Background: an optimization exercise with open tools, aiming at small area and a short achievable clock period. Do not read the settings as production practice.
Function was checked by simulation only, so behaviour that the tests miss may differ from the original.
No activity file was given, so power comes from the tool's default toggle rates.

## flow/design.v

```verilog
module udp_rx_payload_fifo #(
  parameter int ADDR_W      = 9,
  parameter int MAX_PAYLOAD = 470,
  parameter int PAYLOAD_OFS = 42
) (
  input  logic                   clkRx,
  input  logic                   rstn,
  input  logic                   rx_frame,
  input  logic                   rx_byte_valid,
  input  logic [7:0]             rx_byte,
  input  logic                   rx_frame_end,
  input  logic                   rx_frame_ok,
  input  logic                   rd_en,
  output logic [7:0]             rd_data,
  output logic                   rd_valid,
  output logic                   empty,
  output logic [ADDR_W:0]        fill,
  output logic [15:0]            pkt_count,
  output logic [15:0]            drop_count
);
  localparam int                DEPTH      = 1 << ADDR_W;
  localparam logic [ADDR_W:0]   DEPTH_V    = {1'b1, {ADDR_W{1'b0}}};
  localparam int                BIDX_W     = 6;
  localparam logic [BIDX_W-1:0] BIDX_MAX   = '1;
  localparam logic [BIDX_W-1:0] IDX_LEN_HI = BIDX_W'(PAYLOAD_OFS - 4);
  localparam logic [BIDX_W-1:0] IDX_LEN_LO = BIDX_W'(PAYLOAD_OFS - 3);
  localparam logic [BIDX_W-1:0] IDX_HDR_HI = BIDX_W'(PAYLOAD_OFS - 2);
  localparam logic [BIDX_W-1:0] IDX_HDR_LO = BIDX_W'(PAYLOAD_OFS - 1);
  logic [7:0]        mem [DEPTH];
  logic              st_hdr_r, st_pay_r, st_wait_r, st_drop_r;
  logic              skip_r;
  logic [BIDX_W-1:0] bidx_r;
  logic [7:0]        len_hi_r, len_lo_r;
  logic [ADDR_W-1:0] rem_r;
  logic [ADDR_W-1:0] spec_ptr_r, wr_ptr_r, rd_ptr_r;
  logic [ADDR_W:0]   fill_r;
  logic              empty_r;
  logic [7:0]        rd_data_r;
  logic              rd_valid_r;
  logic [15:0]       pkt_count_r, drop_count_r;
  logic              we_q;
  logic [ADDR_W-1:0] wa_q;
  logic [7:0]        wd_q;
  logic              byte_s, commit_s, drop_s, rd_acc_s, we_s;
  logic              is_len_hi, is_len_lo, is_hdr_hi, is_hdr_lo;
  logic [15:0]       udp_len_s;
  logic [ADDR_W:0]   plen_s;       
  logic              len_bad_s, no_space_s, hdr_drop_s;
  logic [ADDR_W-1:0] pend_s;
  logic [ADDR_W:0]   fill_add_s;
  logic [ADDR_W:0]   fill_nxt_s;
  logic              empty_nxt_s;
  assign byte_s    = rx_byte_valid & rx_frame & ~rx_frame_end;
  assign commit_s  = rx_frame_end & rx_frame_ok & st_wait_r;
  assign drop_s    = rx_frame_end & ~skip_r & ~commit_s;
  assign rd_acc_s  = rd_en & ~empty_r;
  assign is_len_hi = (bidx_r == IDX_LEN_HI);
  assign is_len_lo = (bidx_r == IDX_LEN_LO);
  assign is_hdr_hi = (bidx_r == IDX_HDR_HI);
  assign is_hdr_lo = (bidx_r == IDX_HDR_LO);
  assign udp_len_s  = {len_hi_r, len_lo_r};
  assign plen_s     = {1'b0, len_hi_r[0], len_lo_r} - 10'd8;
  assign len_bad_s  = (len_hi_r[7:1] != 7'd0) | (udp_len_s < 16'd8) |
                      (udp_len_s > 16'(MAX_PAYLOAD + 8));
  assign no_space_s = ({1'b0, plen_s} + 11'd2 + {1'b0, fill_r}) > 11'(DEPTH);
  assign hdr_drop_s = len_bad_s | no_space_s;
  assign we_s = byte_s & ((st_pay_r) |
                          (st_hdr_r & is_hdr_lo) |
                          (st_hdr_r & is_hdr_hi & ~hdr_drop_s));
  assign pend_s      = spec_ptr_r - wr_ptr_r;
  assign fill_add_s  = fill_r + {1'b0, pend_s};
  always_comb begin
    case ({commit_s, rd_acc_s})
      2'b00:   fill_nxt_s = fill_r;
      2'b01:   fill_nxt_s = fill_r - 10'd1;
      2'b10:   fill_nxt_s = fill_add_s;
      default: fill_nxt_s = fill_add_s - 10'd1;
    endcase
  end
  assign empty_nxt_s = ~commit_s & (empty_r | (rd_en & (fill_r == 10'd1)));
  always_ff @(posedge clkRx) begin
    if (we_q) begin
      mem[wa_q] <= wd_q;
    end
  end
  always_ff @(posedge clkRx) begin
    wa_q <= spec_ptr_r;
    if (st_pay_r) begin
      wd_q <= rx_byte;
    end else if (is_hdr_hi) begin
      wd_q <= {7'd0, plen_s[8]};
    end else begin
      wd_q <= plen_s[7:0];
    end
  end
  always_ff @(posedge clkRx or negedge rstn) begin
    if (!rstn) begin
      we_q         <= 1'b0;
      rd_ptr_r     <= '0;
      wr_ptr_r     <= '0;
      fill_r       <= '0;
      empty_r      <= 1'b1;
      rd_data_r    <= 8'h00;
      rd_valid_r   <= 1'b0;
      pkt_count_r  <= 16'd0;
      drop_count_r <= 16'd0;
    end else begin
      we_q       <= we_s;
      rd_valid_r <= rd_acc_s;
      if (rd_acc_s) begin
        rd_data_r <= mem[rd_ptr_r];
        rd_ptr_r  <= rd_ptr_r + 1'b1;
      end
      if (commit_s) begin
        wr_ptr_r    <= spec_ptr_r;
        pkt_count_r <= pkt_count_r + 16'd1;
      end
      if (drop_s) begin
        drop_count_r <= drop_count_r + 16'd1;
      end
      fill_r  <= fill_nxt_s;
      empty_r <= empty_nxt_s;
    end
  end
  always_ff @(posedge clkRx or negedge rstn) begin
    if (!rstn) begin
      st_hdr_r   <= 1'b0;
      st_pay_r   <= 1'b0;
      st_wait_r  <= 1'b0;
      st_drop_r  <= 1'b0;
      skip_r     <= 1'b1;
      bidx_r     <= '0;
      len_hi_r   <= 8'd0;
      len_lo_r   <= 8'd0;
      rem_r      <= '0;
      spec_ptr_r <= '0;
    end else begin
      if (!rx_frame) begin
        bidx_r <= '0;
      end else if (rx_byte_valid && (bidx_r != BIDX_MAX)) begin
        bidx_r <= bidx_r + 1'b1;
      end
      if (we_s) begin
        spec_ptr_r <= spec_ptr_r + 1'b1;
      end else if ((rx_frame_end & ~commit_s) | st_drop_r) begin
        spec_ptr_r <= wr_ptr_r;
      end
      if (rx_frame_end || !rx_frame) begin
        skip_r <= 1'b0;
      end
      if (rx_frame_end) begin
        st_hdr_r  <= 1'b0;
        st_pay_r  <= 1'b0;
        st_wait_r <= 1'b0;
        st_drop_r <= 1'b0;
      end else if (byte_s) begin
        if (!st_hdr_r && !st_pay_r && !st_wait_r && !st_drop_r && !skip_r) begin
          st_hdr_r <= 1'b1;
        end
        if (st_hdr_r) begin
          if (is_len_hi) begin
            len_hi_r <= rx_byte;
          end
          if (is_len_lo) begin
            len_lo_r <= rx_byte;
          end
          if (is_hdr_hi && hdr_drop_s) begin
            st_hdr_r  <= 1'b0;
            st_drop_r <= 1'b1;
          end
          if (is_hdr_lo) begin
            rem_r     <= plen_s[ADDR_W-1:0];
            st_hdr_r  <= 1'b0;
            st_wait_r <= (plen_s == 10'd0);
            st_pay_r  <= (plen_s != 10'd0);
          end
        end
        if (st_pay_r) begin
          rem_r <= rem_r - 1'b1;
          if (rem_r == 9'd1) begin
            st_pay_r  <= 1'b0;
            st_wait_r <= 1'b1;
          end
        end
      end
    end
  end
  assign rd_data    = rd_data_r;
  assign rd_valid   = rd_valid_r;
  assign empty      = empty_r;
  assign fill       = fill_r;
  assign pkt_count  = pkt_count_r;
  assign drop_count = drop_count_r;
endmodule
```

## flow/run.sh

```bash
#!/bin/bash
# synth_recipe.tcl (not shown) runs the flow's synth.tcl, then flattens the netlist and writes it again
# the make line also repeats each setting of config.mk as NAME=value (left out here)
make -C /OpenROAD-flow-scripts/flow DESIGN_CONFIG=/design/flow/config.mk WORK_HOME=/design/flow/orfs CLKGATE_MAP_FILE= SYNTH_SCRIPT=/design/flow/synth_recipe.tcl finish
```

## flow/config.mk

```make
export PLATFORM = sky130hd
export DESIGN_NAME = udp_rx_payload_fifo
export DESIGN_NICKNAME = udp_rx_payload_fifo
export VERILOG_FILES = /design/flow/design.v
export SDC_FILE = /design/flow/constraint.sdc
export NUM_CORES = 4
export LEC_CHECK = 0
export ABC_CLOCK_PERIOD_IN_PS = 4000
export CAP_MARGIN = 20
export CORE_MARGIN = 2
export CORE_UTILIZATION = 55
export SETUP_SLACK_MARGIN = 5
export SLEW_MARGIN = 20
```

## flow/constraint.sdc

```tcl
create_clock -name core_clock -period 10.0 [get_ports {clkRx}]
set_input_delay 2.0000 -clock core_clock [delete_from_list [all_inputs] [get_ports {clkRx}]]
set_output_delay 2.0000 -clock core_clock [all_outputs]
set_load 0.01 [all_outputs]
```

==> results of run 1 <==
cells by family (layout without fill, tap and decap cells):
logic type	Yosys count	in the layout	share of synthesized area, %
AO/OA/AOI/OAI	867	867	3.585
XOR/XNOR	73	73	0.3834
adder cells (fa/ha/maj)	57	57	0.4412
buffers and inverters	541	1101	1.906
flip-flops	4229	4229	75.70
multiplexers	1319	1319	14.88
other	0	10	0
AND/OR/NAND/NOR	1196	1196	3.103
synthesized netlist by cell type (13+ instances only):
master	n
sky130_fd_sc_hd__nor2_1	636
sky130_fd_sc_hd__nand3_1	73
sky130_fd_sc_hd__xor2_1	25
sky130_fd_sc_hd__buf_8	18
sky130_fd_sc_hd__a21oi_1	165
sky130_fd_sc_hd__mux4_2	890
sky130_fd_sc_hd__nor2b_1	36
sky130_fd_sc_hd__dfrtp_1	114
sky130_fd_sc_hd__mux4_1	26
sky130_fd_sc_hd__a31oi_1	24
sky130_fd_sc_hd__edfxtp_1	4096
sky130_fd_sc_hd__and2_1	14
sky130_fd_sc_hd__nor3_1	49
sky130_fd_sc_hd__nand2b_1	14
sky130_fd_sc_hd__a22oi_1	93
sky130_fd_sc_hd__mux2i_1	363
sky130_fd_sc_hd__nor4_1	24
sky130_fd_sc_hd__ha_1	54
sky130_fd_sc_hd__o21ai_0	137
sky130_fd_sc_hd__o22ai_1	91
sky130_fd_sc_hd__buf_4	61
sky130_fd_sc_hd__o221ai_1	45
sky130_fd_sc_hd__buf_1	32
sky130_fd_sc_hd__a211oi_1	45
sky130_fd_sc_hd__mux2_2	40
sky130_fd_sc_hd__a2111oi_0	30
sky130_fd_sc_hd__o211ai_1	20
sky130_fd_sc_hd__and3_1	21
sky130_fd_sc_hd__inv_1	45
sky130_fd_sc_hd__a311oi_1	13
sky130_fd_sc_hd__a221oi_1	73
sky130_fd_sc_hd__clkbuf_1	180
sky130_fd_sc_hd__a22o_1	25
sky130_fd_sc_hd__buf_6	44
sky130_fd_sc_hd__buf_2	145
sky130_fd_sc_hd__nand4_1	21
sky130_fd_sc_hd__dfxtp_1	17
sky130_fd_sc_hd__xnor2_1	48
sky130_fd_sc_hd__nand2_1	256
worst min-delay path, stage by stage (launching register included):
cell and delay [ns]:
sky130_fd_sc_hd__dfstp_2 0.37, sky130_fd_sc_hd__nand2_1 0.06, sky130_fd_sc_hd__nor2_1 0.04
where the power goes:
part | internal, mW | switching (mW) | total (mW)
clock network | 9.26 | 6.80 | 16.1
logic | 2.92 | 6.11 | 9.03
registers | 19.2 | 0.309 | 19.5
stage by stage:
stage                     cell area [sq um]  hold WS, ns  cells  utilization, %  worst slack, ns
after global placement               171500       0.4549  12019           56.72            3.949
after CTS                            185600       0.4681  12817           61.41            4.927
final                                185800       0.4681  12830           61.46            4.933
after detailed placement             171500       0.4575  12020           56.73            4.275
after global routing                 185800       0.4905  12822           61.45            5.016
after floorplan                      166800       0.4188   8282               -            5.521
state kept, by name, indices dropped and copies added, names as in the netlist, 6 cells and up:
signal,count
len_lo_r,8
drop_count_r,16
spec_ptr_r,9
mem,4096
pkt_count_r,16
len_hi_r,8
rem_r,9
wr_ptr_r,9
rd_ptr_r,9
fill_r,10
bidx_r,6
wd_q,8
rd_data_r,8
wa_q,9
layout make-up:
cell class / count / area [sq um] / area share [%]
Inverter: 46 / 181.4 / 0.09766
Sequential cell: 4229 / 126300 / 67.98
Clock inverter: 260 / 2514 / 1.353
Clock buffer: 534 / 11510 / 6.195
Antenna cell: 10 / 25.02 / 0.01347
Multi-Input combinational cell: 3512 / 37700 / 20.30
Timing Repair Buffer: 261 / 2567 / 1.382
Tap cell: 3978 / 4977 / 2.679
timing repair:
action | 4_1_cts | 5_1_grt
buffers inserted | 3 | 0
resized for setup | 12 | 9
setup endpoints to repair | 7 | 3
pin swaps | 0 | 0
routing by layer:
| layer | wire [um] | up-vias |
|---|---|---|
| met5 | 81 | - |
| met4 | 19980 | 14 |
| met3 | 49420 | 879 |
| met2 | 222300 | 4757 |
| met1 | 186700 | 46060 |
| li1 | - | 34662 |
worst max-delay path by stage:
stage / to / from / depth (start not counted) / slack (ns)
3_3_place_gp: rd_data_r[5] / rd_ptr_r[0] / 12 / 3.95
4_1_cts: rd_data_r[5] / rd_ptr_r[2] / 12 / 4.93
2_1_floorplan: mem[0][0] / wd_q[0] / 0 / 5.52
3_5_place_dp: rd_data_r[5] / rd_ptr_r[0] / 11 / 4.27
6_report: rd_data_r[4] / rd_ptr_r[2] / 9 / 4.93
5_1_grt: spec_ptr_r[5] / len_lo_r[3] / 14 / 5.02
==> flow_summary.json, run 1 <==
{
  "final_layout_size_suffix_gt1_share_pct": 20.74,
  "cts_buffer_depth": 4,
  "max_freq_ghz": 0.1974,
  "critical_path.reg2reg.startpoint": "rd_ptr_r[2]",
  "route.detailed.vias_per_inst": 6.732,
  "floorplan.initialDensity_pct": 55.17,
  "clock_root_buffer_master": "sky130_fd_sc_hd__clkbuf_16",
  "globalRouteMet2Util_pct": 47.39,
  "port_buffers": 66,
  "required_ns": 10.88,
  "fp.coreArea_sq_um": 302300,
  "worst-slew-pin-transition_ns": 1.255,
  "powerDensity_nw_per_um2": 240.0,
  "groute.layer.met1.usage_pct": 44.96,
  "crit_path_end_kind": "register",
  "total_wirelength_of_the_detailed_routed_design_mm": 478.4,
  "synth-edff-count": 4096,
  "ant_nets": 0,
  "drc": 0,
  "grt_pass1_vias": 85023,
  "netlist_area_sq_um": 166800,
  "final_period_minus_worst_setup_slack_ns": 5.067,
  "vias": 86372,
  "firstDrtPassIters": 7,
  "design_power_total_mw": 44.59,
  "grt_pass1_wl_mm": 668.2,
  "status": "finished clean",
  "timing.hold.worst.start": "skip_r",
  "report.final.hold_viol_count": 0,
  "layout_commonest_cell": "sky130_fd_sc_hd__edfxtp_1",
  "fin_skew_ns": 0.05917,
  "tns_ns": 0,
  "rsz0062_at_grt": "false",
  "synth_flop_cell": "sky130_fd_sc_hd__edfxtp_1",
  "grt_start_max_net_pins": 211,
  "path_cells": "buf_6 > inv_8 > buf_12 > nand2_1 > o41ai_1 > a221oi_1 > nor3_1 > a2111oi_0 > a311oi_1",
  "boundaryPins": 67,
  "globalRouteOverflowTotal": 0,
  "critical_path.startpoint_type": "register",
  "gp_congestion": 0.8646,
  "holdPathEnd": "skip_r",
  "detail_route.iter0.violations": 12382,
  "yosysTopAreaCell": "sky130_fd_sc_hd__edfxtp_1",
  "grt.met3_usage_pct": 6.561,
  "synth-async-reset-ratio_pct": 2.743,
  "path_clk_slew_ns": 0.07,
  "tritoncts_clock_tree": "built",
  "hold-path-cell-count": 2,
  "worst-path-buf-inv": 3,
  "r2r-end": "rd_data_r[4]",
  "min-delay-path-class": "register to register",
  "busiest_layer_in_global_routing": "met2",
  "antenna_found_initial": 29,
  "cts-buffers-inserted": 429,
  "number_of_synthesis_warnings": 1,
  "ir_worst_vdd_mv": 0.1915,
  "clock_insertion_delay_at_the_later_pin_of_the_skew_report_ns": 0.98,
  "die_w_um": 554.6,
  "timing_worst_setup_path_type": "register to register",
  "detailedPlacementHpwl_mm": 279.5,
  "power.leakage_nw": 61.76,
  "die_y_um": 554.6,
  "worst_path_max_delay_cell": "sky130_fd_sc_hd__nor3_1",
  "critical_path.max_fanout": 53,
  "ys_ff_latch": 4229,
  "die_area_sq_um": 307600,
  "cts.sinks": 4229,
  "synth_top_area_share_pct": 73.76,
  "post_synth_main_area_contributors": "sky130_fd_sc_hd__edfxtp_1, sky130_fd_sc_hd__mux4_2, sky130_fd_sc_hd__mux2i_1",
  "layout.cells.most_common_list": "sky130_fd_sc_hd__edfxtp_1, sky130_fd_sc_hd__mux4_2, sky130_fd_sc_hd__nor2_1",
  "timing.reg2reg.setup_slack_ns": 4.93,
  "cts.htree.levels": 5,
  "seq_area_frac_synth_pct": 75.70,
  "synthCells": 8282,
  "wl_per_cell_um": 37.29,
  "timing.slew.headroom_pct": 16.31,
  "finish.net_count": 8551,
  "gate_family_responsible_for_the_most_delay_along_the_worst_path": "simple AND/OR/NAND/NOR gates",
  "timing.max_cap.violations": 0,
  "worstRegToRegCells": 9,
  "placement_rows": 202,
  "syn-mean-instance-area_sq_um": 20.14,
  "netlist-cell-type-count": 93,
  "fill_cell_instance_count_of_the_final_layout": 21271,
  "min_period_over_period_pct": 50.67,
  "max_stage_delay_ns": 0.86,
  "flow.area_growth_from_synthesis_pct": 11.40,
  "synth_nets": 8354,
  "worst-endpoint-arrival_ns": 5.94,
  "timing_max_transition_violations_final": 0,
  "grt.total_usage_pct": 31.11,
  "final_count_of_negative_setup_slack_endpoints": 0,
  "ctsHoldBuffers": 0
}
==> run 2: changes to the inputs <==
--- a/flow/design.v
+++ b/flow/design.v
@@ -33,5 +33,5 @@
   logic [7:0]        len_hi_r, len_lo_r;
   logic [ADDR_W-1:0] rem_r;
-  logic [ADDR_W-1:0] spec_ptr_r, wr_ptr_r, rd_ptr_r;
+  logic [ADDR_W-1:0] spec_ptr_r, wr_ptr_r;
   logic [ADDR_W:0]   fill_r;
   logic              empty_r;
@@ -39,7 +39,7 @@
   logic              rd_valid_r;
   logic [15:0]       pkt_count_r, drop_count_r;
-  logic              we_q;
-  logic [ADDR_W-1:0] wa_q;
+  logic [7:0]        wpa_q, wpb_q, wpc_q;
   logic [7:0]        wd_q;
+  logic [7:0]        rpa_r, rpb_r, rpc_r;
   logic              byte_s, commit_s, drop_s, rd_acc_s, we_s;
   logic              is_len_hi, is_len_lo, is_hdr_hi, is_hdr_lo;
@@ -79,11 +79,27 @@
   end
   assign empty_nxt_s = ~commit_s & (empty_r | (rd_en & (fill_r == 10'd1)));
+  for (genvar w = 0; w < DEPTH; w++) begin : g_word
+    always_ff @(posedge clkRx) begin
+      if (wpa_q[w % 8] && wpb_q[(w / 8) % 8] && wpc_q[w / 64]) begin
+        mem[w] <= wd_q;
+      end
+    end
+  end
+  logic [DEPTH-1:0] rsel_s;
+  logic [7:0]       rmux_s;
+  always_comb begin
+    for (int w = 0; w < DEPTH; w++) begin
+      rsel_s[w] = rpa_r[w % 8] & rpb_r[(w / 8) % 8] & rpc_r[w / 64];
+    end
+    rmux_s = 8'h00;
+    for (int w = 0; w < DEPTH; w++) begin
+      rmux_s = rmux_s | (mem[w] & {8{rsel_s[w]}});
+    end
+  end
   always_ff @(posedge clkRx) begin
-    if (we_q) begin
-      mem[wa_q] <= wd_q;
-    end
-  end
-  always_ff @(posedge clkRx) begin
-    wa_q <= spec_ptr_r;
+    for (int i = 0; i < 8; i++) begin
+      wpa_q[i] <= (spec_ptr_r[2:0] == 3'(i));
+      wpb_q[i] <= (spec_ptr_r[5:3] == 3'(i));
+    end
     if (st_pay_r) begin
       wd_q <= rx_byte;
@@ -96,6 +112,8 @@
   always_ff @(posedge clkRx or negedge rstn) begin
     if (!rstn) begin
-      we_q         <= 1'b0;
-      rd_ptr_r     <= '0;
+      wpc_q        <= 8'd0;
+      rpa_r        <= 8'd1;
+      rpb_r        <= 8'd1;
+      rpc_r        <= 8'd1;
       wr_ptr_r     <= '0;
       fill_r       <= '0;
@@ -106,9 +124,17 @@
       drop_count_r <= 16'd0;
     end else begin
-      we_q       <= we_s;
+      for (int i = 0; i < 8; i++) begin
+        wpc_q[i] <= we_s & (spec_ptr_r[8:6] == 3'(i));
+      end
       rd_valid_r <= rd_acc_s;
       if (rd_acc_s) begin
-        rd_data_r <= mem[rd_ptr_r];
-        rd_ptr_r  <= rd_ptr_r + 1'b1;
+        rd_data_r <= rmux_s;
+        rpa_r     <= {rpa_r[6:0], rpa_r[7]};
+        if (rpa_r[7]) begin
+          rpb_r <= {rpb_r[6:0], rpb_r[7]};
+          if (rpb_r[7]) begin
+            rpc_r <= {rpc_r[6:0], rpc_r[7]};
+          end
+        end
       end
       if (commit_s) begin
@@ -131,7 +157,4 @@
       skip_r     <= 1'b1;
       bidx_r     <= '0;
-      len_hi_r   <= 8'd0;
-      len_lo_r   <= 8'd0;
-      rem_r      <= '0;
       spec_ptr_r <= '0;
     end else begin
@@ -159,10 +182,4 @@
         end
         if (st_hdr_r) begin
-          if (is_len_hi) begin
-            len_hi_r <= rx_byte;
-          end
-          if (is_len_lo) begin
-            len_lo_r <= rx_byte;
-          end
           if (is_hdr_hi && hdr_drop_s) begin
             st_hdr_r  <= 1'b0;
@@ -170,5 +187,4 @@
           end
           if (is_hdr_lo) begin
-            rem_r     <= plen_s[ADDR_W-1:0];
             st_hdr_r  <= 1'b0;
             st_wait_r <= (plen_s == 10'd0);
@@ -177,5 +193,4 @@
         end
         if (st_pay_r) begin
-          rem_r <= rem_r - 1'b1;
           if (rem_r == 9'd1) begin
             st_pay_r  <= 1'b0;
@@ -184,4 +199,17 @@
         end
       end
+    end
+  end
+  always_ff @(posedge clkRx) begin
+    if (rx_byte_valid && is_len_hi) begin
+      len_hi_r <= rx_byte;
+    end
+    if (rx_byte_valid && is_len_lo) begin
+      len_lo_r <= rx_byte;
+    end
+    if (st_hdr_r) begin
+      rem_r <= plen_s[ADDR_W-1:0];
+    end else if (byte_s) begin
+      rem_r <= rem_r - 1'b1;
     end
   end
--- a/flow/config.mk
+++ b/flow/config.mk
@@ -9,5 +9,7 @@
 export CAP_MARGIN = 20
 export CORE_MARGIN = 2
-export CORE_UTILIZATION = 55
+export CORE_UTILIZATION = 60
+export CTS_CLUSTER_DIAMETER = 100
+export CTS_CLUSTER_SIZE = 30
 export SETUP_SLACK_MARGIN = 5
 export SLEW_MARGIN = 20
==> flow_summary.json, run 2 <==
{
  "boundaryPins": 67,
  "synth_top_area_share_pct": 76.28,
  "synthCells": 9596,
  "gp_congestion": 1.552,
  "syn-mean-instance-area_sq_um": 16.91,
  "ys_ff_latch": 4258,
  "netlist-cell-type-count": 82,
  "postCtsSetupBuffers": 0,
  "die_y_um": 524.0,
  "cts.sinks": 4258,
  "pre_cts_slack_ns": 3.775,
  "grt_start_max_net_pins": 208,
  "synth_nets": 9672,
  "netlist_area_sq_um": 162200,
  "cts_buffer_depth": 3,
  "postPlaceCellArea_sq_um": 170300,
  "number_of_synthesis_warnings": 2,
  "seq_area_frac_synth_pct": 78.32,
  "synth-edff-count": 4121,
  "post_synth_main_area_contributors": "sky130_fd_sc_hd__edfxtp_1, sky130_fd_sc_hd__a22oi_1, sky130_fd_sc_hd__and3_1",
  "haltStage": "global routing",
  "grt_pass1_wl_mm": 1732,
  "grt.total_usage_pct": 97.88,
  "detailedPlacementHpwl_mm": 850.4,
  "port_buffers": 66,
  "synthMostInstantiatedCell": "sky130_fd_sc_hd__edfxtp_1",
  "globalRouteOverflowTotal": 11972,
  "grt_pass1_vias": 144282,
  "cts.htree.levels": 4,
  "floorplan.initialDensity_pct": 60.45,
  "yosys-top-cells-count": "sky130_fd_sc_hd__edfxtp_1, sky130_fd_sc_hd__and3_1, sky130_fd_sc_hd__a22oi_1",
  "die_w_um": 524.0,
  "cts-buffers-inserted": 161,
  "placement_rows": 190,
  "synth_flop_cell": "sky130_fd_sc_hd__edfxtp_1",
  "synth-async-reset-ratio_pct": 2.654,
  "status": "did not finish",
  "clock_root_buffer_master": "sky130_fd_sc_hd__clkbuf_16",
  "yosysTopAreaCell": "sky130_fd_sc_hd__edfxtp_1",
  "error": "[ERROR GRT-0116] Global routing finished with congestion. Check the congestion regions in the DRC Viewer.",
  "ctsHoldBuffers": 0
}
-- run 2: changes by cell type after synthesis, sizes merged, moves of 82 or more --
| cell | change |
|---|---|
| a21oi | -121 |
| a221oi | +414 |
| a22o | +470 |
| a22oi | +841 |
| and3 | +1017 |
| buf | -227 |
| clkbuf | +649 |
| mux2i | -359 |
| mux4 | -916 |
| nand4 | +283 |
| nor2 | -551 |
| o21ai | -82 |
-- run 2: timing repair --
item	4_1_cts
gates resized for setup	23
endpoints found under the setup margin	7
pin swaps	3
-- run 2: cells by family after synthesis --
family / share of synthesized area (%)
flip-flops: 78.32
AO/OA/AOI/OAI: 11.21
AND/OR/NAND/NOR: 7.098
buffers and inverters: 2.339
XOR/XNOR: 0.3995
adder cells (fa/ha/maj): 0.4843
multiplexers: 0.1496
-- run 2: worst min path at each step --
stage / to / depth (start not counted) / start / slack, ns
after global placement: drop_count_r[15] / 1 / drop_count_r[15] / 0.46
after detailed placement: drop_count_r[15] / 1 / drop_count_r[15] / 0.46
after floorplan: wr_ptr_r[8] / 2 / wr_ptr_r[8] / 0.48
after CTS: drop_count_r[15] / 1 / drop_count_r[15] / 0.49
-- run 2: routing by layer --
layer,GRT usage [%],overflow
met4,93.70,2017
met3,93.80,1828
met1,96.79,2281
met2,105.3,5585
met5,85.85,261
-- run 2: stage by stage --
| stage | hold WS (ns) | cells |
|---|---|---|
| after floorplan | 0.4843 | 9596 |
| after CTS | 0.4867 | 13266 |
| after detailed placement | 0.4625 | 13027 |
| after global placement | 0.4593 | 12982 |
-- run 2: power groups by stage --
stage	Sequential (mW)	Combinational (mW)	Clock, mW
detailed placement	20.1	1.91	0
global placement	20.1	1.89	0
floorplan	19.8	1.02	0
CTS	19.7	1.92	8.34
==> run 3: changes to the inputs <==
--- a/flow/design.v
+++ b/flow/design.v
@@ -86,13 +86,18 @@
     end
   end
-  logic [DEPTH-1:0] rsel_s;
-  logic [7:0]       rmux_s;
+  logic [DEPTH/8-1:0] rrow_s;
+  logic [7:0]         rbyte_s [DEPTH/8];
+  logic [7:0]         rmux_s;
   always_comb begin
-    for (int w = 0; w < DEPTH; w++) begin
-      rsel_s[w] = rpa_r[w % 8] & rpb_r[(w / 8) % 8] & rpc_r[w / 64];
+    for (int r = 0; r < DEPTH / 8; r++) begin
+      rrow_s[r]  = rpb_r[r % 8] & rpc_r[r / 8];
+      rbyte_s[r] = 8'h00;
+      for (int c = 0; c < 8; c++) begin
+        rbyte_s[r] = rbyte_s[r] | (mem[r * 8 + c] & {8{rpa_r[c]}});
+      end
     end
     rmux_s = 8'h00;
-    for (int w = 0; w < DEPTH; w++) begin
-      rmux_s = rmux_s | (mem[w] & {8{rsel_s[w]}});
+    for (int r = 0; r < DEPTH / 8; r++) begin
+      rmux_s = rmux_s | (rbyte_s[r] & {8{rrow_s[r]}});
     end
   end
==> flow/flow/run.sh (new file) <==
#!/bin/bash
# Standard ORFS layout with a tighter timing-repair target: repair_timing aims
# for SETUP_SLACK_MARGIN ns of setup slack at the design's own clock period
# and constraints (constraint.sdc is used unchanged).
set -euo pipefail
bash standard.sh SETUP_SLACK_MARGIN=6 finish > flow_standard.log 2>&1
==> flow/standard.sh (new file) <==
#!/bin/bash
# synth_recipe.tcl (not shown) runs the flow's synth.tcl, then flattens the netlist and writes it again
# the make line also repeats each setting of config.mk as NAME=value (left out here)
make -C /OpenROAD-flow-scripts/flow DESIGN_CONFIG=/design/flow/config.mk WORK_HOME=/design/flow/orfs CLKGATE_MAP_FILE= SYNTH_SCRIPT=/design/flow/synth_recipe.tcl "${@:-finish}"
--- a/flow/config.mk
+++ b/flow/config.mk
@@ -9,7 +9,6 @@
 export CAP_MARGIN = 20
 export CORE_MARGIN = 2
-export CORE_UTILIZATION = 60
-export CTS_CLUSTER_DIAMETER = 100
-export CTS_CLUSTER_SIZE = 30
-export SETUP_SLACK_MARGIN = 5
+export CORE_UTILIZATION = 52
+export CTS_CLUSTER_DIAMETER = 60
+export CTS_CLUSTER_SIZE = 20
 export SLEW_MARGIN = 20
removed: flow/run.sh
==> flow_summary.json, run 3 <==
{
  "max_stage_delay_ns": 1.18,
  "synthCells": 8906,
  "wl_per_cell_um": 38.39,
  "number_of_synthesis_warnings": 3,
  "critical_path.max_fanout": 99,
  "final_cell_count_no_fill": 12980,
  "timing.slew.headroom_pct": 6.588,
  "fin_skew_ns": 0.07146,
  "cts_buffer_depth": 4,
  "grt_pass1_vias": 86848,
  "final_count_of_negative_setup_slack_endpoints": 0,
  "die_w_um": 555.7,
  "synth-edff-count": 4121,
  "worstRegToRegCells": 8,
  "vias": 91739,
  "synth_top_area_share_pct": 78.17,
  "grt_start_max_net_pins": 214,
  "holdPathEnd": "drop_count_r[15]",
  "finish.net_count": 8893,
  "timing.hold.worst.start": "drop_count_r[15]",
  "cts-buffers-inserted": 279,
  "min-delay-path-class": "register to register",
  "die_area_sq_um": 308900,
  "fp.coreArea_sq_um": 302800,
  "grt.total_usage_pct": 31.75,
  "boundaryPins": 67,
  "yosys-top-cells-count": "sky130_fd_sc_hd__edfxtp_1, sky130_fd_sc_hd__a22oi_1, sky130_fd_sc_hd__and3_1",
  "netlist_area_sq_um": 158300,
  "layout_top_registers": "mem x4096, drop_count_r x16, pkt_count_r x16",
  "post_synth_main_area_contributors": "sky130_fd_sc_hd__edfxtp_1, sky130_fd_sc_hd__a22oi_1, sky130_fd_sc_hd__a41oi_1",
  "finalHoldWorstSlack_ns": 0.4861,
  "worst-path-buf-inv": 2,
  "synth_flop_cell": "sky130_fd_sc_hd__edfxtp_1",
  "rsz0062_at_grt": "true",
  "syn-mean-instance-area_sq_um": 17.77,
  "powerDensity_nw_per_um2": 184.9,
  "max_freq_ghz": 0.2372,
  "cp-startpoint": "rpa_r[1]",
  "placement_rows": 202,
  "finalCoreUtilization_pct": 57.26,
  "gate_family_responsible_for_the_most_delay_along_the_worst_path": "simple AND/OR/NAND/NOR gates",
  "worst-slew-pin-transition_ns": 1.388,
  "detailedPlacementHpwl_mm": 290.6,
  "required_ns": 10.84,
  "port_buffers": 66,
  "ir_worst_vdd_mv": 0.1631,
  "cpMostUsedCell": "sky130_fd_sc_hd__buf_12",
  "clock_root_buffer_master": "sky130_fd_sc_hd__clkbuf_16",
  "power.leakage_nw": 50.86,
  "timing.reg2reg.setup_slack_ns": 5.78,
  "tritoncts_clock_tree": "built",
  "placed_cells_incl_taps": 12491,
  "floorplan.initialDensity_pct": 52.28,
  "crit_path_end_kind": "register",
  "clock_insertion_delay_at_the_later_pin_of_the_skew_report_ns": 0.97,
  "ant_nets": 0,
  "top_register": "mem",
  "largest_register_ffs": 4096,
  "synth_nets": 8982,
  "seq_area_frac_synth_pct": 80.27,
  "path_cells": "buf_12 > buf_12 > a22oi_1 > a41oi_1 > nor4_1 > nand4_1 > nor3_1 > a21oi_1",
  "final_layout_size_suffix_gt1_share_pct": 9.174,
  "timing.max_cap.violations": 0,
  "worst_path_max_delay_cell": "sky130_fd_sc_hd__nor4_1",
  "r2r-end": "rd_data_r[0]",
  "route.detailed.vias_per_inst": 7.068,
  "timing_worst_setup_path_type": "register to register",
  "antenna_found_initial": 33,
  "die_y_um": 555.7,
  "worst-endpoint-arrival_ns": 5.06,
  "drc": 0,
  "hold-path-cell-count": 1,
  "cts.htree.levels": 5,
  "report.final.hold_viol_count": 0,
  "path_clk_slew_ns": 0.09,
  "total_wirelength_of_the_detailed_routed_design_mm": 498.3,
  "critical_path.reg2reg.startpoint": "rpa_r[1]",
  "grt_pass1_wl_mm": 692.0,
  "gp_congestion": 0.9320,
  "final_period_minus_worst_setup_slack_ns": 4.215,
  "netlist-cell-type-count": 67,
  "status": "finished clean",
  "timing_max_transition_violations_final": 0,
  "flow.area_growth_from_synthesis_pct": 9.527,
  "yosysTopAreaCell": "sky130_fd_sc_hd__edfxtp_1",
  "firstDrtPassIters": 8,
  "detail_route.iter0.violations": 14544,
  "cts.sinks": 4258,
  "tns_ns": 0,
  "ys_ff_latch": 4258,
  "min_period_over_period_pct": 42.15,
  "layout_commonest_cell": "sky130_fd_sc_hd__edfxtp_1",
  "critical_path.startpoint_type": "register",
  "synth-async-reset-ratio_pct": 2.654,
  "design_power_total_mw": 32.06,
  "synthMostInstantiatedCell": "sky130_fd_sc_hd__edfxtp_1",
  "layout.cells.most_common_list": "sky130_fd_sc_hd__edfxtp_1, sky130_fd_sc_hd__a22oi_1, sky130_fd_sc_hd__and3_1",
  "ctsHoldBuffers": 0,
  "globalRouteOverflowTotal": 0
}
-- run 3: final cells by class --
class / count / area, sq um
Tap cell: 3978 / 4977
Antenna cell: 31 / 77.57
Clock buffer: 320 / 7305
Fill cell: 22616 / 129400
Inverter: 49 / 185.2
Clock inverter: 115 / 1191
Sequential cell: 4258 / 127200
Multi-Input combinational cell: 3934 / 29490
Timing Repair Buffer: 295 / 2947
-- run 3: metal layers --
metal	share of wire [%]	vias to the layer above	routed length (um)	track usage, %
met4	5.0	14	24770	13.74
met1	38	47553	187900	44.78
li1	-	37295	-	-
met3	12	850	58990	7.160
met2	45	6027	226500	47.71
met5	0.037	-	185	0.2657
-- run 3: stage by stage --
stage	cell area, sq um	setup WS [ns]
2_1_floorplan	158300	6.253
3_3_place_gp	163800	5.259
3_5_place_dp	163900	5.221
4_1_cts	172700	5.708
5_1_grt	173300	5.867
6_report	173400	5.785
-- run 3: worst register-to-register path: stages (launching register included) --
cell and delay (ns):
sky130_fd_sc_hd__dfrtp_4 0.70, sky130_fd_sc_hd__buf_12 0.34, sky130_fd_sc_hd__buf_12 0.43, sky130_fd_sc_hd__a22oi_1 0.64, sky130_fd_sc_hd__a41oi_1 0.30, sky130_fd_sc_hd__nor4_1 1.19
sky130_fd_sc_hd__nand4_1 0.23, sky130_fd_sc_hd__nor3_1 0.21, sky130_fd_sc_hd__a21oi_1 0.09
-- run 3: worst max path at each step --
stage | to | slack, ns | cells after the start
after detailed placement | wpc_q[4] | 5.22 | 7
final | rd_data_r[0] | 5.78 | 8
after global placement | fill_r[2] | 5.26 | 8
after floorplan | fill_r[2] | 6.25 | 9
after CTS | rd_data_r[7] | 5.71 | 9
after global routing | rd_data_r[7] | 5.87 | 9
-- run 3: cells by family after synthesis --
group | synth area share [%]
buffers and inverters | 1.695
flip-flops | 80.27
AND/OR/NAND/NOR | 3.845
multiplexers | 0.1589
XOR/XNOR | 0.3928
AO/OA/AOI/OAI | 13.14
adder cells (fa/ha/maj) | 0.4964
-- run 3: what timing repair did --
action	CTS	global route
endpoints found under the setup margin	49	34
buffers inserted	11	8
resized for setup	61	57
pin swaps	2	7
-- run 3: where the power goes --
part	leakage, nW	total, mW	switching (mW)	internal (mW)
clock	4.13	11.7	6.09	5.57
sequential	38.7	19.4	0.129	19.3
combinational	8.08	0.976	0.584	0.392
total	50.9	32.1	6.81	25.3
==> run 4: changes to the inputs <==
--- a/flow/design.v
+++ b/flow/design.v
@@ -39,7 +39,9 @@
   logic              rd_valid_r;
   logic [15:0]       pkt_count_r, drop_count_r;
-  logic [7:0]        wpa_q, wpb_q, wpc_q;
-  logic [7:0]        wd_q;
-  logic [7:0]        rpa_r, rpb_r, rpc_r;
+  logic [7:0]        epa_r, epb_r, opa_r, opb_r;
+  logic [3:0]        epc_r, opc_r;
+  logic              rpar_r;
+  logic [7:0]        head_e_r, head_o_r;
+  logic [7:0]        wdata_s;
   logic              byte_s, commit_s, drop_s, rd_acc_s, we_s;
   logic              is_len_hi, is_len_lo, is_hdr_hi, is_hdr_lo;
@@ -79,46 +81,84 @@
   end
   assign empty_nxt_s = ~commit_s & (empty_r | (rd_en & (fill_r == 10'd1)));
+  logic              wpar_q;
+  logic [7:0]        wia_q, wib_q;
+  logic [3:0]        wic_q;
+  logic [7:0]        wd_q;
+  always_comb begin
+    if (st_pay_r) begin
+      wdata_s = rx_byte;
+    end else if (is_hdr_hi) begin
+      wdata_s = {7'd0, plen_s[8]};
+    end else begin
+      wdata_s = plen_s[7:0];
+    end
+  end
+  always_ff @(posedge clkRx) begin
+    wd_q   <= wdata_s;
+    wpar_q <= spec_ptr_r[0];
+    for (int i = 0; i < 8; i++) begin
+      wia_q[i] <= (spec_ptr_r[3:1] == 3'(i));
+      wib_q[i] <= (spec_ptr_r[6:4] == 3'(i));
+    end
+  end
+  always_ff @(posedge clkRx or negedge rstn) begin
+    if (!rstn) begin
+      wic_q <= 4'd0;
+    end else begin
+      for (int i = 0; i < 4; i++) begin
+        wic_q[i] <= we_s & (spec_ptr_r[8:7] == 2'(i));
+      end
+    end
+  end
+  logic [DEPTH/8-1:0] wrow_s;
+  always_comb begin
+    for (int p = 0; p < 2; p++) begin
+      for (int r = 0; r < DEPTH / 16; r++) begin
+        wrow_s[p * (DEPTH / 16) + r] = (wpar_q == 1'(p)) & wib_q[r % 8] & wic_q[r / 8];
+      end
+    end
+  end
   for (genvar w = 0; w < DEPTH; w++) begin : g_word
     always_ff @(posedge clkRx) begin
-      if (wpa_q[w % 8] && wpb_q[(w / 8) % 8] && wpc_q[w / 64]) begin
+      if (wia_q[(w / 2) % 8] && wrow_s[(w % 2) * (DEPTH / 16) + (w / 16)]) begin
         mem[w] <= wd_q;
       end
     end
   end
-  logic [DEPTH/8-1:0] rrow_s;
-  logic [7:0]         rbyte_s [DEPTH/8];
-  logic [7:0]         rmux_s;
-  always_comb begin
-    for (int r = 0; r < DEPTH / 8; r++) begin
-      rrow_s[r]  = rpb_r[r % 8] & rpc_r[r / 8];
-      rbyte_s[r] = 8'h00;
+  logic [DEPTH/16-1:0] erow_s, orow_s;
+  logic [7:0]          ebyte_s [DEPTH/16];
+  logic [7:0]          obyte_s [DEPTH/16];
+  logic [7:0]          emux_s, omux_s;
+  always_comb begin
+    for (int r = 0; r < DEPTH / 16; r++) begin
+      erow_s[r]  = epb_r[r % 8] & epc_r[r / 8];
+      orow_s[r]  = opb_r[r % 8] & opc_r[r / 8];
+      ebyte_s[r] = 8'h00;
+      obyte_s[r] = 8'h00;
       for (int c = 0; c < 8; c++) begin
-        rbyte_s[r] = rbyte_s[r] | (mem[r * 8 + c] & {8{rpa_r[c]}});
-      end
-    end
-    rmux_s = 8'h00;
-    for (int r = 0; r < DEPTH / 8; r++) begin
-      rmux_s = rmux_s | (rbyte_s[r] & {8{rrow_s[r]}});
+        ebyte_s[r] = ebyte_s[r] | (mem[2 * (r * 8 + c)] & {8{epa_r[c]}});
+        obyte_s[r] = obyte_s[r] | (mem[2 * (r * 8 + c) + 1] & {8{opa_r[c]}});
+      end
+    end
+    emux_s = 8'h00;
+    omux_s = 8'h00;
+    for (int r = 0; r < DEPTH / 16; r++) begin
+      emux_s = emux_s | (ebyte_s[r] & {8{erow_s[r]}});
+      omux_s = omux_s | (obyte_s[r] & {8{orow_s[r]}});
     end
   end
   always_ff @(posedge clkRx) begin
-    for (int i = 0; i < 8; i++) begin
-      wpa_q[i] <= (spec_ptr_r[2:0] == 3'(i));
-      wpb_q[i] <= (spec_ptr_r[5:3] == 3'(i));
-    end
-    if (st_pay_r) begin
-      wd_q <= rx_byte;
-    end else if (is_hdr_hi) begin
-      wd_q <= {7'd0, plen_s[8]};
-    end else begin
-      wd_q <= plen_s[7:0];
-    end
+    head_e_r <= emux_s;
+    head_o_r <= omux_s;
   end
   always_ff @(posedge clkRx or negedge rstn) begin
     if (!rstn) begin
-      wpc_q        <= 8'd0;
-      rpa_r        <= 8'd1;
-      rpb_r        <= 8'd1;
-      rpc_r        <= 8'd1;
+      epa_r        <= 8'd1;
+      epb_r        <= 8'd1;
+      epc_r        <= 4'd1;
+      opa_r        <= 8'd1;
+      opb_r        <= 8'd1;
+      opc_r        <= 4'd1;
+      rpar_r       <= 1'b0;
       wr_ptr_r     <= '0;
       fill_r       <= '0;
@@ -129,15 +169,23 @@
       drop_count_r <= 16'd0;
     end else begin
-      for (int i = 0; i < 8; i++) begin
-        wpc_q[i] <= we_s & (spec_ptr_r[8:6] == 3'(i));
-      end
       rd_valid_r <= rd_acc_s;
       if (rd_acc_s) begin
-        rd_data_r <= rmux_s;
-        rpa_r     <= {rpa_r[6:0], rpa_r[7]};
-        if (rpa_r[7]) begin
-          rpb_r <= {rpb_r[6:0], rpb_r[7]};
-          if (rpb_r[7]) begin
-            rpc_r <= {rpc_r[6:0], rpc_r[7]};
+        rd_data_r <= rpar_r ? head_o_r : head_e_r;
+        rpar_r    <= ~rpar_r;
+        if (!rpar_r) begin
+          epa_r <= {epa_r[6:0], epa_r[7]};
+          if (epa_r[7]) begin
+            epb_r <= {epb_r[6:0], epb_r[7]};
+            if (epb_r[7]) begin
+              epc_r <= {epc_r[2:0], epc_r[3]};
+            end
+          end
+        end else begin
+          opa_r <= {opa_r[6:0], opa_r[7]};
+          if (opa_r[7]) begin
+            opb_r <= {opb_r[6:0], opb_r[7]};
+            if (opb_r[7]) begin
+              opc_r <= {opc_r[2:0], opc_r[3]};
+            end
           end
         end
--- a/flow/config.mk
+++ b/flow/config.mk
@@ -10,5 +10,5 @@
 export CORE_MARGIN = 2
 export CORE_UTILIZATION = 52
-export CTS_CLUSTER_DIAMETER = 60
-export CTS_CLUSTER_SIZE = 20
+export CTS_CLUSTER_DIAMETER = 80
+export CTS_CLUSTER_SIZE = 25
 export SLEW_MARGIN = 20
==> flow_summary.json, run 4 <==
{
  "status": "finished clean",
  "cts-buffers-inserted": 201,
  "ys_ff_latch": 4288,
  "vias": 89688,
  "final_layout_size_suffix_gt1_share_pct": 6.495,
  "synth_nets": 9117,
  "worst-endpoint-arrival_ns": 4.74,
  "die_y_um": 558.0,
  "pre_cts_slack_ns": 5.227,
  "gp_congestion": 0.8641,
  "timing_worst_setup_path_type": "register to register",
  "die_area_sq_um": 311400,
  "synthMostInstantiatedCell": "sky130_fd_sc_hd__edfxtp_1",
  "port_buffers": 66,
  "timing.slew.headroom_pct": 16.88,
  "synth-async-reset-ratio_pct": 2.938,
  "total_wirelength_of_the_detailed_routed_design_mm": 445.5,
  "floorplan.initialDensity_pct": 52.24,
  "yosys-top-cells-count": "sky130_fd_sc_hd__edfxtp_1, sky130_fd_sc_hd__a22oi_1, sky130_fd_sc_hd__clkbuf_1",
  "power.leakage_nw": 50.81,
  "worst-slew-pin-transition_ns": 1.247,
  "syn-mean-instance-area_sq_um": 17.64,
  "synth_top_area_share_pct": 77.53,
  "grt_pass1_wl_mm": 633.2,
  "final_critical_path_setup_slack_ns": 6.015,
  "antenna_found_initial": 41,
  "cts_buffer_depth": 4,
  "report.final.hold_viol_count": 0,
  "netlist-cell-type-count": 71,
  "cts.sinks": 4288,
  "critical_path.reg2reg.startpoint": "epa_r[3]",
  "worst-path-buf-inv": 1,
  "yosysTopAreaCell": "sky130_fd_sc_hd__edfxtp_1",
  "timing.max_cap.violations": 0,
  "gate_family_responsible_for_the_most_delay_along_the_worst_path": "compound AO/OA/AOI/OAI gates",
  "critical_path.startpoint_type": "register",
  "fill_cell_instance_count_of_the_final_layout": 23157,
  "ant_nets": 0,
  "worst_path_max_delay_cell": "sky130_fd_sc_hd__nor4_1",
  "layout.cells.most_common_list": "sky130_fd_sc_hd__edfxtp_1, sky130_fd_sc_hd__a22oi_1, sky130_fd_sc_hd__and3_1",
  "worstRegToRegCells": 7,
  "timing.reg2reg.setup_slack_ns": 6.01,
  "firstDrtPassIters": 9,
  "hold-path-cell-count": 2,
  "die_w_um": 558.0,
  "number_of_synthesis_warnings": 4,
  "detailedPlacementHpwl_mm": 250.8,
  "fp.coreArea_sq_um": 305600,
  "path_cells": "buf_4 > a22oi_1 > a41oi_1 > nor4_1 > nand3_1 > a221oi_1 > nand4_1",
  "clock_insertion_delay_at_the_later_pin_of_the_skew_report_ns": 0.94,
  "clock_root_buffer_master": "sky130_fd_sc_hd__clkbuf_16",
  "max_stage_delay_ns": 0.78,
  "cts.htree.levels": 4,
  "flow.area_growth_from_synthesis_pct": 7.118,
  "layout_commonest_cell": "sky130_fd_sc_hd__edfxtp_1",
  "layout_top_registers": "mem x4096, drop_count_r x16, pkt_count_r x16",
  "detail_route.iter0.violations": 13576,
  "path_clk_slew_ns": 0.10,
  "drc": 0,
  "crit_path_end_kind": "register",
  "netlist_area_sq_um": 159600,
  "tns_ns": 0,
  "boundaryPins": 67,
  "critical_path_depth": 7,
  "wl_per_cell_um": 34.01,
  "powerDensity_nw_per_um2": 174.8,
  "fin_skew_ns": 0.06346,
  "placement_rows": 203,
  "finish.net_count": 8931,
  "tritoncts_clock_tree": "built",
  "globalRouteOverflowTotal": 0,
  "final_period_minus_worst_setup_slack_ns": 3.985,
  "final_count_of_negative_setup_slack_endpoints": 0,
  "largest_register_ffs": 4096,
  "grt_pass1_vias": 84918,
  "min_period_over_period_pct": 39.85,
  "grt.total_usage_pct": 28.17,
  "timing.hold.worst.start": "skip_r",
  "post_synth_main_area_contributors": "sky130_fd_sc_hd__edfxtp_1, sky130_fd_sc_hd__a22oi_1, sky130_fd_sc_hd__dfrtp_1",
  "timing_max_transition_violations_final": 0,
  "synth-edff-count": 4121,
  "synth_flop_cell": "sky130_fd_sc_hd__edfxtp_1",
  "seq_area_frac_synth_pct": 80.03,
  "cp-startpoint": "epa_r[3]",
  "required_ns": 10.75,
  "critical_path.max_fanout": 66,
  "synthCells": 9046,
  "rsz0062_at_grt": "true",
  "top_register": "mem",
  "route.detailed.vias_per_inst": 6.848,
  "grt_start_max_net_pins": 210,
  "max_freq_ghz": 0.2509,
  "ir_worst_vdd_mv": 0.1802,
  "min-delay-path-class": "register to register"
}
==> run 4: through the flow <==
step / power [mW] / std cells / util, % / area (sq um) / hold WS (ns)
after floorplan: 20.43 / 9046 / - / 159600 / 0.4250
after detailed placement: 20.76 / 12724 / 53.88 / 164600 / 0.4618
after global placement: 20.76 / 12721 / 53.86 / 164600 / 0.4612
after CTS: 29.93 / 13046 / 55.85 / 170700 / 0.4769
final: 29.89 / 13097 / 55.96 / 171000 / 0.4729
after global routing: 30.65 / 13074 / 55.94 / 170900 / 0.4890
==> run 4: cell families (layout without fill, tap and decap cells) <==
kind of cell	after synthesis	count (layout)	synth area share (%)
adders and majority gates	56	56	0.4531
AOI/OAI and AO/OA	2642	2643	12.59
and+or+nand+nor	1233	1233	4.485
xor gates and xnor gates	75	75	0.4115
other	0	36	0
muxes	57	57	0.3904
buffers and inverters	695	609	1.645
DFF	4288	4288	80.03
==> run 4: repair_timing <==
action,CTS,global route
pin swaps,3,6
buffers inserted,17,12
cloned,1,0
endpoints found under the setup margin,42,35
gates resized for setup,36,27
hold buffers,0,0
==> run 4: worst min-delay path: cells and delay by family (launching register included) <==
family | cells | cell delay (ns)
flops | 1 | 0.39
simple gates | 2 | 0.10
==> run 4: power by group <==
group          switching [mW]  total [mW]  internal (mW)
sequential              0.117        19.5           19.4
clock                    5.46        9.43           3.98
combinational           0.548       0.941          0.392
total                    6.12        29.9           23.8
==> run 4: worst paths after layout <==
| kind | to |
|---|---|
| worst max-delay path | head_e_r[2] |
| worst min-delay path | skip_r |
| worst max register to register | head_e_r[2] |
| worst min register to register | skip_r |
| max in group asynchronous | spec_ptr_r[1] |
| min in group asynchronous | drop_count_r[15] |
==> run 4: final cells by class <==
class                           instances  area [sq um]  area share, %
Sequential cell                      4288        127900          74.79
Inverter                               44         165.2        0.09660
Clock inverter                         36         462.9         0.2708
Multi-Input combinational cell       4064         29440          17.22
Antenna cell                           36         90.09        0.05269
Tap cell                             4100          5130          3.000
Clock buffer                          268          5398          3.157
Timing Repair Buffer                  261          2414          1.412
==> run 4: metal layers <==
layer	part of all wire, %	vias up	GRT usage, %
met5	0.0061	-	0
met4	2.2	4	6.242
met3	11	516	5.075
met2	46	5078	42.53
met1	42	46861	42.97
li1	-	37229	-
==> run 5: changes to the inputs <==
--- a/flow/flow/run.sh
+++ b/flow/flow/run.sh
@@ -4,3 +4,3 @@
 # and constraints (constraint.sdc is used unchanged).
 set -euo pipefail
-bash standard.sh SETUP_SLACK_MARGIN=6 finish > flow_standard.log 2>&1
+bash standard.sh SETUP_SLACK_MARGIN=6.5 finish > flow_standard.log 2>&1
==> flow_summary.json, run 5 <==
{
  "status": "finished clean",
  "vias": 90277,
  "required_ns": 10.82,
  "fin_skew_ns": 0.06233,
  "fp.coreArea_sq_um": 305600,
  "timing.critical_path.to": "spec_ptr_r[6]",
  "worst_path_max_delay_cell": "sky130_fd_sc_hd__edfxtp_1",
  "path_cells": "inv_2 > ha_4 > inv_1 > ha_1 > ha_2 > a21oi_1 > o211ai_1 > a21bo_2 > a31o_2 > xnor2_1 > o211a_1 > o31a_4 > mux2_4 > o221a_4",
  "worst-slew-pin-transition_ns": 1.281,
  "rsz0062_at_grt": "true",
  "floorplan.initialDensity_pct": 52.24,
  "cp-startpoint": "len_lo_r[3]",
  "cts.sinks": 4288,
  "globalRouteOverflowTotal": 0,
  "pwr-share-seq_pct": 65.3,
  "timing_worst_setup_path_type": "register to register",
  "stdcell_area_sq_um": 172500,
  "finalCoreUtilization_pct": 56.47,
  "final_cell_count_no_fill": 13203,
  "total_wirelength_of_the_detailed_routed_design_mm": 454.0,
  "antenna_found_initial": 30,
  "netlist_area_sq_um": 159600,
  "port_buffers": 66,
  "final_period_minus_worst_setup_slack_ns": 3.654,
  "clock_share_of_power_pct": 31.0,
  "critical_path.reg2reg.startpoint": "len_lo_r[3]",
  "power.leakage_nw": 51.45,
  "placement_rows": 203,
  "layout_top_registers": "mem x4096, drop_count_r x16, pkt_count_r x16",
  "timing.slew.headroom_pct": 14.61,
  "min-delay-path-class": "register to register",
  "hold-path-cell-count": 2,
  "sw_frac_of_total_pct": 20.57,
  "die_w_um": 558.0,
  "cts_buffer_depth": 4,
  "route.detailed.vias_per_inst": 6.838,
  "layout_commonest_cell": "sky130_fd_sc_hd__edfxtp_1",
  "min_period_over_period_pct": 36.54,
  "combinational_family_with_the_most_area_after_synthesis": "compound AO/OA/AOI/OAI gates",
  "final_critical_path_setup_slack_ns": 6.346,
  "critical_path_depth": 14,
  "r2r-end": "spec_ptr_r[6]",
  "max_freq_ghz": 0.2737,
  "clock_insertion_delay_at_the_later_pin_of_the_skew_report_ns": 0.96,
  "final_layout_size_suffix_gt1_share_pct": 8.637,
  "ant_nets": 0,
  "grt_start_max_net_pins": 220,
  "ys_ff_latch": 4288,
  "synth-adder-area-share_pct": 0.4531,
  "syn-mean-instance-area_sq_um": 17.64,
  "timing_max_transition_violations_final": 0,
  "path_clk_slew_ns": 0.10,
  "flow.area_growth_from_synthesis_pct": 8.095,
  "clock_root_buffer_master": "sky130_fd_sc_hd__clkbuf_16",
  "synth-async-reset-ratio_pct": 2.938,
  "xor_and_xnor_area_share_after_synthesis_pct": 0.4115,
  "cts.htree.levels": 4,
  "yosysTopAreaCell": "sky130_fd_sc_hd__edfxtp_1",
  "design_power_total_mw": 29.89,
  "timing.max_cap.violations": 0,
  "synth_nets": 9117,
  "die_area_sq_um": 311400,
  "grt_pass1_wl_mm": 633.3,
  "die_y_um": 558.0,
  "gp_congestion": 0.8424,
  "worst-endpoint-arrival_ns": 4.48,
  "postPlaceCellArea_sq_um": 164700,
  "power_switching_mw": 6.150,
  "grt_pass1_vias": 85511,
  "synthCells": 9046,
  "post_synth_main_area_contributors": "sky130_fd_sc_hd__edfxtp_1, sky130_fd_sc_hd__a22oi_1, sky130_fd_sc_hd__dfrtp_1",
  "detailedPlacementHpwl_mm": 245.5,
  "firstDrtPassIters": 8,
  "finalHoldWorstSlack_ns": 0.4676,
  "synth_flop_cell": "sky130_fd_sc_hd__edfxtp_1",
  "yosys-top-cells-count": "sky130_fd_sc_hd__edfxtp_1, sky130_fd_sc_hd__a22oi_1, sky130_fd_sc_hd__clkbuf_1",
  "final_count_of_negative_setup_slack_endpoints": 0,
  "top_register": "mem",
  "crit_path_end_kind": "register",
  "synth-compound-area-share_pct": 12.59,
  "pre_cts_slack_ns": 5.377,
  "critical_path.startpoint_type": "register",
  "wl_per_cell_um": 34.38,
  "worst-path-buf-inv": 2,
  "report.final.hold_viol_count": 0,
  "ir_worst_vdd_mv": 0.2176,
  "synth_simple_gate_area_share_pct": 4.485,
  "drc": 0,
  "grt.total_usage_pct": 28.18,
  "synth_top_area_share_pct": 77.53,
  "synthMostInstantiatedCell": "sky130_fd_sc_hd__edfxtp_1",
  "tritoncts_clock_tree": "built",
  "worstRegToRegCells": 14,
  "layout.cells.most_common_list": "sky130_fd_sc_hd__edfxtp_1, sky130_fd_sc_hd__a22oi_1, sky130_fd_sc_hd__and3_1",
  "finish.net_count": 9027,
  "critical_path.max_fanout": 8,
  "p_comb_share_pct": 3.7,
  "netlist-cell-type-count": 71,
  "number_of_synthesis_warnings": 4,
  "placed_cells_incl_taps": 12718,
  "max_stage_delay_ns": 0.47,
  "timing.reg2reg.setup_slack_ns": 6.35,
  "seq_area_frac_synth_pct": 80.03,
  "largest_register_ffs": 4096,
  "synth.mux.area_fraction_pct": 0.3904,
  "power_report.internal_total_mw": 23.74,
  "powerDensity_nw_per_um2": 173.3,
  "gate_family_responsible_for_the_most_delay_along_the_worst_path": "compound AO/OA/AOI/OAI gates",
  "tns_ns": 0,
  "cts-buffers-inserted": 197,
  "boundaryPins": 67,
  "synth-edff-count": 4121,
  "detail_route.iter0.violations": 12721
}
[run 5: routing by layer]
layer	GRT usage (%)	vias up	routed length [um]
li1	-	37473	-
met4	6.509	8	9823
met1	41.97	47344	186200
met2	43.42	4910	210900
met3	5.208	542	46930
met5	0	-	46
[run 5: power by group through the flow]
stage	sequential (mW)	clock [mW]	combinational (mW)
after floorplan	19.9	0	0.561
after global placement	20.0	0	0.819
after detailed placement	20.0	0	0.817
after CTS	19.5	9.33	0.952
after global routing	19.5	9.90	1.18
final	19.5	9.26	1.10
[run 5: how the worst min path moves through the flow]
stage	end	startpoint
3_5_place_dp	skip_r	skip_r
3_3_place_gp	wpar_q	spec_ptr_r[0]
6_report	skip_r	skip_r
5_1_grt	skip_r	skip_r
4_1_cts	skip_r	skip_r
2_1_floorplan	wpar_q	spec_ptr_r[0]
[run 5: worst reg2reg max path: cells and delay by family, from the launching register on]
family                   cells  cell delay (ns)
XOR/XNOR                     1             0.12
adder cells (fa/ha/maj)      3             0.91
AO/OA/AOI/OAI                7             1.58
multiplexers                 1             0.33
buffers and inverters        2             0.14
flip-flops                   1             0.47
[run 5: logic make-up (layout without fill, tap and decap cells)]
group | after synthesis | in the layout
muxes | 57 | 57
other | 0 | 49
buffers and inverters | 695 | 702
xor gates and xnor gates | 75 | 75
and+or+nand+nor | 1233 | 1233
DFF | 4288 | 4288
AOI/OAI and AO/OA | 2642 | 2643
adders and majority gates | 56 | 56
[run 5: repair_timing]
item                                    CTS  global route
endpoints found under the setup margin   93            88
gates cloned                              2            10
pin swaps                                22            48
buffers inserted                         62            64
endpoints found under the hold margin     0             0
hold buffers                              0             0
gates resized for setup                 331            91
[run 5: layout make-up]
cell class	count	area [sq um]
fill	23101	133000
sequential	4288	127900
multi-input combinational	4064	29810
clock buffer	272	5316
tap	4100	5130
timing repair buffer	360	3777
clock inverter	25	316.6
inverter	44	171.4
antenna	49	122.6
timing repair inverter	1	5.005
==> run 6: changes to the inputs <==
--- a/flow/flow/run.sh
+++ b/flow/flow/run.sh
@@ -4,3 +4,3 @@
 # and constraints (constraint.sdc is used unchanged).
 set -euo pipefail
-bash standard.sh SETUP_SLACK_MARGIN=6.5 finish > flow_standard.log 2>&1
+bash standard.sh SETUP_SLACK_MARGIN=7 finish > flow_standard.log 2>&1
==> flow_summary.json, run 6 <==
{
  "synth-adder-area-share_pct": 0.4531,
  "max_freq_ghz": 0.2760,
  "layout.cells.most_common_list": "sky130_fd_sc_hd__edfxtp_1, sky130_fd_sc_hd__a22oi_1, sky130_fd_sc_hd__and3_1",
  "firstDrtPassIters": 7,
  "final_cell_count_no_fill": 13331,
  "layout_top_registers": "mem x4096, drop_count_r x16, pkt_count_r x16",
  "cts.sinks": 4288,
  "tritoncts_clock_tree": "built",
  "synthCells": 9046,
  "path_cells": "buf_6 > nor3_4 > xor2_2 > ha_1 > ha_4 > nor2_4 > or3_4 > nand4_1 > a2111oi_2 > o211a_1 > o31a_4 > buf_6 > nand2b_4 > o221a_4",
  "grt_pass1_vias": 87359,
  "wl_per_cell_um": 36.46,
  "min_period_over_period_pct": 36.23,
  "synth-edff-count": 4121,
  "path_clk_slew_ns": 0.10,
  "report.final.hold_viol_count": 0,
  "synth-async-reset-ratio_pct": 2.938,
  "fin_skew_ns": 0.04333,
  "worst-slew-pin-transition_ns": 1.231,
  "grt.total_usage_pct": 30.55,
  "worst_path_max_delay_cell": "sky130_fd_sc_hd__edfxtp_1",
  "xor_and_xnor_area_share_after_synthesis_pct": 0.4115,
  "grt_start_max_net_pins": 214,
  "synth.mux.area_fraction_pct": 0.3904,
  "floorplan.initialDensity_pct": 52.24,
  "timing.critical_path.to": "spec_ptr_r[6]",
  "synth_simple_gate_area_share_pct": 4.485,
  "route.detailed.vias_per_inst": 6.959,
  "port_buffers": 66,
  "globalRouteOverflowTotal": 0,
  "placement_rows": 203,
  "vias": 92769,
  "yosysTopAreaCell": "sky130_fd_sc_hd__edfxtp_1",
  "critical_path.reg2reg.startpoint": "len_lo_r[4]",
  "timing_worst_setup_path_type": "register to register",
  "finalCoreUtilization_pct": 57.62,
  "ctsHoldBuffers": 0,
  "critical_path.max_fanout": 8,
  "timing.reg2reg.setup_slack_ns": 6.38,
  "total_wirelength_of_the_detailed_routed_design_mm": 486.0,
  "syn-mean-instance-area_sq_um": 17.64,
  "die_area_sq_um": 311400,
  "power.leakage_nw": 52.84,
  "synth_top_area_share_pct": 77.53,
  "placed_cells_incl_taps": 12717,
  "design_power_total_mw": 30.26,
  "synth_nets": 9117,
  "netlist_area_sq_um": 159600,
  "number_of_synthesis_warnings": 4,
  "netlist-cell-type-count": 71,
  "die_w_um": 558.0,
  "worst-endpoint-arrival_ns": 4.42,
  "cts_buffer_depth": 4,
  "ys_ff_latch": 4288,
  "required_ns": 10.79,
  "seq_area_frac_synth_pct": 80.03,
  "grt_pass1_wl_mm": 676.5,
  "powerDensity_nw_per_um2": 171.9,
  "min-delay-path-class": "register to register",
  "cts-buffers-inserted": 202,
  "ant_nets": 0,
  "final_period_minus_worst_setup_slack_ns": 3.623,
  "rsz0062_at_grt": "true",
  "clock_insertion_delay_at_the_later_pin_of_the_skew_report_ns": 0.93,
  "crit_path_end_kind": "register",
  "timing_max_transition_violations_final": 0,
  "largest_register_ffs": 4096,
  "antenna_found_initial": 32,
  "tns_ns": 0,
  "boundaryPins": 67,
  "detail_route.iter0.violations": 14336,
  "finish.net_count": 9156,
  "final_layout_size_suffix_gt1_share_pct": 11.48,
  "worstRegToRegCells": 14,
  "final_count_of_negative_setup_slack_endpoints": 0,
  "drc": 0,
  "critical_path.startpoint_type": "register",
  "max_stage_delay_ns": 0.44,
  "timing.slew.headroom_pct": 17.78,
  "flow.area_growth_from_synthesis_pct": 10.31,
  "ir_worst_vdd_mv": 0.1671,
  "synth-compound-area-share_pct": 12.59,
  "combinational_family_with_the_most_area_after_synthesis": "compound AO/OA/AOI/OAI gates",
  "synthMostInstantiatedCell": "sky130_fd_sc_hd__edfxtp_1",
  "layout_commonest_cell": "sky130_fd_sc_hd__edfxtp_1",
  "synth_flop_cell": "sky130_fd_sc_hd__edfxtp_1",
  "cp-startpoint": "len_lo_r[4]",
  "r2r-end": "spec_ptr_r[6]",
  "fp.coreArea_sq_um": 305600,
  "timing.max_cap.violations": 0,
  "top_register": "mem",
  "post_synth_main_area_contributors": "sky130_fd_sc_hd__edfxtp_1, sky130_fd_sc_hd__a22oi_1, sky130_fd_sc_hd__dfrtp_1",
  "detailedPlacementHpwl_mm": 249.0,
  "die_y_um": 558.0,
  "cts.htree.levels": 4,
  "cpMostUsedCell": "sky130_fd_sc_hd__buf_6",
  "gp_congestion": 0.8493,
  "yosys-top-cells-count": "sky130_fd_sc_hd__edfxtp_1, sky130_fd_sc_hd__a22oi_1, sky130_fd_sc_hd__clkbuf_1",
  "status": "finished clean",
  "clock_root_buffer_master": "sky130_fd_sc_hd__clkbuf_16"
}
run 6: logic make-up (layout without fill, tap and decap cells):
kind of cell,count (synthesis),after routing
other,0,41
buffers and inverters,695,836
adder cells (fa/ha/maj),56,56
flip-flops,4288,4288
AND/OR/NAND/NOR,1233,1234
XOR/XNOR,75,75
AO/OA/AOI/OAI,2642,2644
multiplexers,57,57
run 6: per-layer routing:
metal / up-vias / track usage (%) / wire length (um)
met5: - / 0 / 34
met2: 5959 / 46.26 / 222500
li1: 37721 / - / -
met1: 48425 / 45.83 / 192800
met3: 658 / 5.901 / 58230
met4: 6 / 7.612 / 12410
run 6: layout make-up:
type | count | area (sq um)
Antenna cell | 41 | 102.6
Clock buffer | 290 | 5544
Clock inverter | 19 | 219.0
Fill cell | 22864 | 129500
Inverter | 44 | 182.7
Multi-Input combinational cell | 4066 | 30900
Sequential cell | 4288 | 127900
Tap cell | 4100 | 5130
Timing Repair Buffer | 482 | 6096
Timing Repair inverter | 1 | 6.256
run 6: worst min path at each step:
| stage | startpoint | cells after the start | slack [ns] | to |
|---|---|---|---|---|
| global placement | drop_count_r[15] | 1 | 0.46 | drop_count_r[15] |
| floorplan | spec_ptr_r[0] | 0 | 0.43 | wpar_q |
| global route | skip_r | 2 | 0.51 | skip_r |
| CTS | skip_r | 2 | 0.48 | skip_r |
| finish | skip_r | 2 | 0.48 | skip_r |
| detailed placement | pkt_count_r[15] | 1 | 0.46 | pkt_count_r[15] |
run 6: power breakdown:
group	switching (mW)	internal [mW]
logic	0.725	0.626
clock network	5.44	3.95
registers	0.111	19.4
run 6: timing repair:
item                       in CTS  in global routing
gates resized for setup       503                161
gates cloned                   38                  8
buffers inserted              169                 49
pin swaps                      55                 64
setup endpoints to repair     535                530
run 6: through the flow:
stage	area, sq um	setup slack [ns]	hold WS (ns)
6_report	176100	6.377	0.4826
5_1_grt	176000	6.314	0.5119
4_1_cts	174700	6.392	0.4848
3_5_place_dp	164900	5.561	0.4565
3_3_place_gp	164800	5.521	0.4594
2_1_floorplan	160000	6.511	0.4250
run 6: worst max-delay path, delay by kind of cell (launching register included):
| family | cells | cell delay, ns |
|---|---|---|
| AO/OA/AOI/OAI | 4 | 1.00 |
| XOR/XNOR | 1 | 0.23 |
| flip-flops | 1 | 0.44 |
| buffers and inverters | 2 | 0.29 |
| AND/OR/NAND/NOR | 5 | 0.93 |
| adder cells (fa/ha/maj) | 2 | 0.63 |

[separate check: timing with driven ports]
In the flow no input, the clock included, has a driving cell. The finished layouts below were timed again as built, in two steps.
Step 1 assumes that a clkbuf_16 drives the clock port and a buf_2 every other input.
Step 2 moves the port delays by t, midway between the first and last clock arrival at a register: inputs arrive t later, outputs are due t later. That takes back most of the time a late clock gives input paths.
Slacks: no drivers / after step 1 / after step 2; pairs: no drivers / after step 1.
run	shift t [ns]	setup slack, ns	latest minus earliest clock arrival (ns)	pins driven straight from the clock port
run 1	1.051	4.933 / 4.933 / 4.303	0.064 / 0.064	1
run 3	1.038	5.785 / 5.785 / 5.251	0.078 / 0.079	1
run 4	1.005	6.015 / 5.952 / 5.197	0.068 / 0.068	1
run 5	1.024	6.346 / 6.274 / 5.548	0.066 / 0.066	1
run 6	1.000	6.377 / 6.330 / 5.617	0.049 / 0.049	1
After both steps every run listed still meets setup and hold. The setup slack of run 4, which loses most, moves by -0.063 ns with the drivers and by -0.818 ns with both steps.
